Context: an optimization exercise on an open-source flow, tuned for a short achievable clock period and few clock cycles. The choices shown serve that exercise and are no tape-out recipe.
The RTL was checked by simulation tests, not by an equivalence proof against the original design.

==> flow/design.v <==
package sha256_pkg;
   localparam logic [255:0] SHA256_IV = {
      32'h6a09e667, 32'hbb67ae85, 32'h3c6ef372, 32'ha54ff53a,
      32'h510e527f, 32'h9b05688c, 32'h1f83d9ab, 32'h5be0cd19
   };
   localparam logic [7:0] PAD_BYTE = 8'h80;
   localparam logic [1:0] FILL  = 2'd0;
   localparam logic [1:0] PAD   = 2'd1;
   localparam logic [1:0] ISSUE = 2'd2;
   localparam logic [1:0] WAIT  = 2'd3;
endpackage
import sha256_pkg::*;
module sha256_last_word
(
   input  logic [31:0] data,
   input  logic [2:0]  n,
   output logic [31:0] word,
   output logic        pad_pending
);
   logic [2:0] nb;
   always_comb begin
      nb   = (n > 3'd4) ? 3'd4 : n;   
      word = '0;
      for (int unsigned b = 0; b < 4; b++) begin
         if (b < 32'(nb)) begin
            word[31-8*b -: 8] = data[31-8*b -: 8];
         end else if (b == 32'(nb)) begin
            word[31-8*b -: 8] = PAD_BYTE;
         end
      end
      pad_pending = (nb == 3'd4);
   end
endmodule
import sha256_pkg::*;
module sha256_msg_padder
#(
   parameter int unsigned DATA_WIDTH = 32
)
(
   input  logic                  clk,
   input  logic                  rst_n,
   input  logic                  i_valid,
   input  logic [DATA_WIDTH-1:0] i_data,
   input  logic                  i_last,
   input  logic [2:0]            i_last_bytes,
   output logic                  o_ready,
   output logic [511:0]          o_block,
   output logic [255:0]          o_hash_in,
   output logic                  o_load,
   input  logic [255:0]          i_digest,
   input  logic                  i_digest_valid,
   output logic [255:0]          o_digest,
   output logic                  o_done
);
   logic [31:0]  bw [16];
   logic [3:0]   wcnt;
   logic         b_fill;     
   logic         b_fin;      
   logic         b_full;     
   logic         b_first;    
   logic         b_final;    
   logic         mid_msg;    
   logic         f_nb4;      
   logic         f_fits;     
   logic         ovf_pend;   
   logic         ovf_pad;    
   logic [58:0]  wlen;       
   logic [1:0]   lb;         
   logic [63:0]  len_bits;
   logic [255:0] hash_a;
   logic         busy;       
   logic         a_final;
   logic [31:0]  lw_word, in_word;
   logic         lw_pad, accept, nb4, copy, dv;
   sha256_last_word u_last_word (
      .data        (i_data),
      .n           (i_last_bytes),
      .word        (lw_word),
      .pad_pending (lw_pad)
   );
   assign nb4       = lw_pad;
   assign in_word   = i_last ? lw_word : i_data;
   assign accept    = b_fill && i_valid;
   assign dv        = busy && i_digest_valid;
   assign copy      = b_full && (!busy || i_digest_valid);
   assign len_bits  = {wlen, lb, 3'b000};
   assign o_ready   = b_fill;
   assign o_hash_in = hash_a;
   always_ff @(posedge clk) begin
      for (int unsigned i = 0; i < 16; i++) begin
         if (b_fill) begin
            if (wcnt == 4'(i)) bw[i] <= in_word;
         end else if (b_fin) begin
            if (4'(i) >= wcnt) begin
               if (4'(i) == wcnt && f_nb4)         bw[i] <= {PAD_BYTE, 24'h0};
               else if (f_fits && i == 14)         bw[i] <= len_bits[63:32];
               else if (f_fits && i == 15)         bw[i] <= len_bits[31:0];
               else                                bw[i] <= '0;
            end
         end else if (copy && ovf_pend) begin
            if (i == 0)       bw[i] <= ovf_pad ? {PAD_BYTE, 24'h0} : 32'h0;
            else if (i == 14) bw[i] <= len_bits[63:32];
            else if (i == 15) bw[i] <= len_bits[31:0];
            else              bw[i] <= '0;
         end
      end
   end
   always_ff @(posedge clk or negedge rst_n) begin
      if (!rst_n) begin
         wcnt     <= '0;
         b_fill   <= 1'b1;
         b_fin    <= 1'b0;
         b_full   <= 1'b0;
         b_first  <= 1'b0;
         b_final  <= 1'b0;
         mid_msg  <= 1'b0;
         f_nb4    <= 1'b0;
         f_fits   <= 1'b0;
         ovf_pend <= 1'b0;
         ovf_pad  <= 1'b0;
         wlen     <= '0;
         lb       <= '0;
      end else begin
         if (accept) begin
            wcnt <= wcnt + 4'd1;
            if (!i_last) begin
               wlen <= wlen + 59'd1;
               if (wcnt == 4'd15) begin
                  b_fill  <= 1'b0;
                  b_full  <= 1'b1;
                  b_first <= !mid_msg;
                  b_final <= 1'b0;
                  mid_msg <= 1'b1;
               end
            end else begin
               wlen    <= wlen + {58'd0, nb4};
               lb      <= nb4 ? 2'd0 : i_last_bytes[1:0];
               f_nb4   <= nb4;
               f_fits  <= nb4 ? (wcnt <= 4'd12) : (wcnt <= 4'd13);
               b_first <= !mid_msg;
               b_fill  <= 1'b0;
               if (wcnt == 4'd15) begin
                  b_full   <= 1'b1;
                  b_final  <= 1'b0;
                  mid_msg  <= 1'b1;
                  ovf_pend <= 1'b1;
                  ovf_pad  <= nb4;
               end else begin
                  b_fin <= 1'b1;
               end
            end
         end
         if (b_fin) begin
            b_fin   <= 1'b0;
            b_full  <= 1'b1;
            b_final <= f_fits;
            if (f_fits) begin
               wlen    <= '0;
               mid_msg <= 1'b0;
            end else begin
               mid_msg  <= 1'b1;
               ovf_pend <= 1'b1;
               ovf_pad  <= 1'b0;
            end
         end
         if (copy) begin
            if (ovf_pend) begin
               b_first  <= 1'b0;
               b_final  <= 1'b1;
               ovf_pend <= 1'b0;
               wlen     <= '0;
               mid_msg  <= 1'b0;
            end else begin
               b_full <= 1'b0;
               b_fill <= 1'b1;
               wcnt   <= '0;
            end
         end
      end
   end
   always_ff @(posedge clk) begin
      if (copy) begin
         for (int unsigned i = 0; i < 16; i++) o_block[511-32*i -: 32] <= bw[i];
      end
      if (copy && b_first)  hash_a <= SHA256_IV;
      else if (dv)          hash_a <= i_digest;
      if (dv && a_final)    o_digest <= i_digest;
   end
   always_ff @(posedge clk or negedge rst_n) begin
      if (!rst_n) begin
         busy    <= 1'b0;
         a_final <= 1'b0;
         o_load  <= 1'b0;
         o_done  <= 1'b0;
      end else begin
         o_load <= copy;
         o_done <= dv && a_final;
         if (copy) begin
            busy    <= 1'b1;
            a_final <= b_final;
         end else if (dv) begin
            busy <= 1'b0;
         end
      end
   end
endmodule
Settings: LEC_CHECK=0, CAP_MARGIN=20, CORE_AREA=5 5 335 335, DIE_AREA=0 0 340 340, SETUP_SLACK_MARGIN=2.5, SLEW_MARGIN=20; clock period 4.0 ns.
run.sh (not shown) runs the stock make flow with config.mk's settings and CLKGATE_MAP_FILE= SYNTH_SCRIPT=/design/flow/synth_recipe.tcl, a recipe that flattens the netlist after the stock synthesis.
The first run ended with an error in 3_2_place_iop with PPL-0024.
Testbench counts at the start, summed over its fixed seeds: cycles 5,957.
Next try:
- CORE_AREA: 5 5 335 335 -> 5 5 475 475
- DIE_AREA: 0 0 340 340 -> 0 0 480 480
The new run passed the timing, DRC and antenna checks.
Synthesized area is unchanged.
Synthesized cell count does not change.

## what the ideal ports hide
No port has a modelled driver above. Below, the same layout with a new extraction and two added sets of constraints.
Step 1 sets driving cells, clkbuf_16 on the clock port and buf_2 on the other inputs (assumed; they add their load-dependent delay and slew).
Step 2 also shifts input and output timing later by t, the mid clock arrival at the registers, as if the neighbouring blocks saw the same clock.
Three values: ideal, step 1, step 2; two values: the first two.
run: the second run
t (ns): 0.887
slack for setup (ns): 1.297 / 1.297 / 0.589
hold WS [ns]: 0.397 / 0.397 / 0.397
worst register clock-pin slew, ns: 0.07 / 0.07
After both steps the second run still meets setup and hold. For the second run, drivers alone change the setup slack by 0.000 ns; drivers and shift together by -0.708 ns.
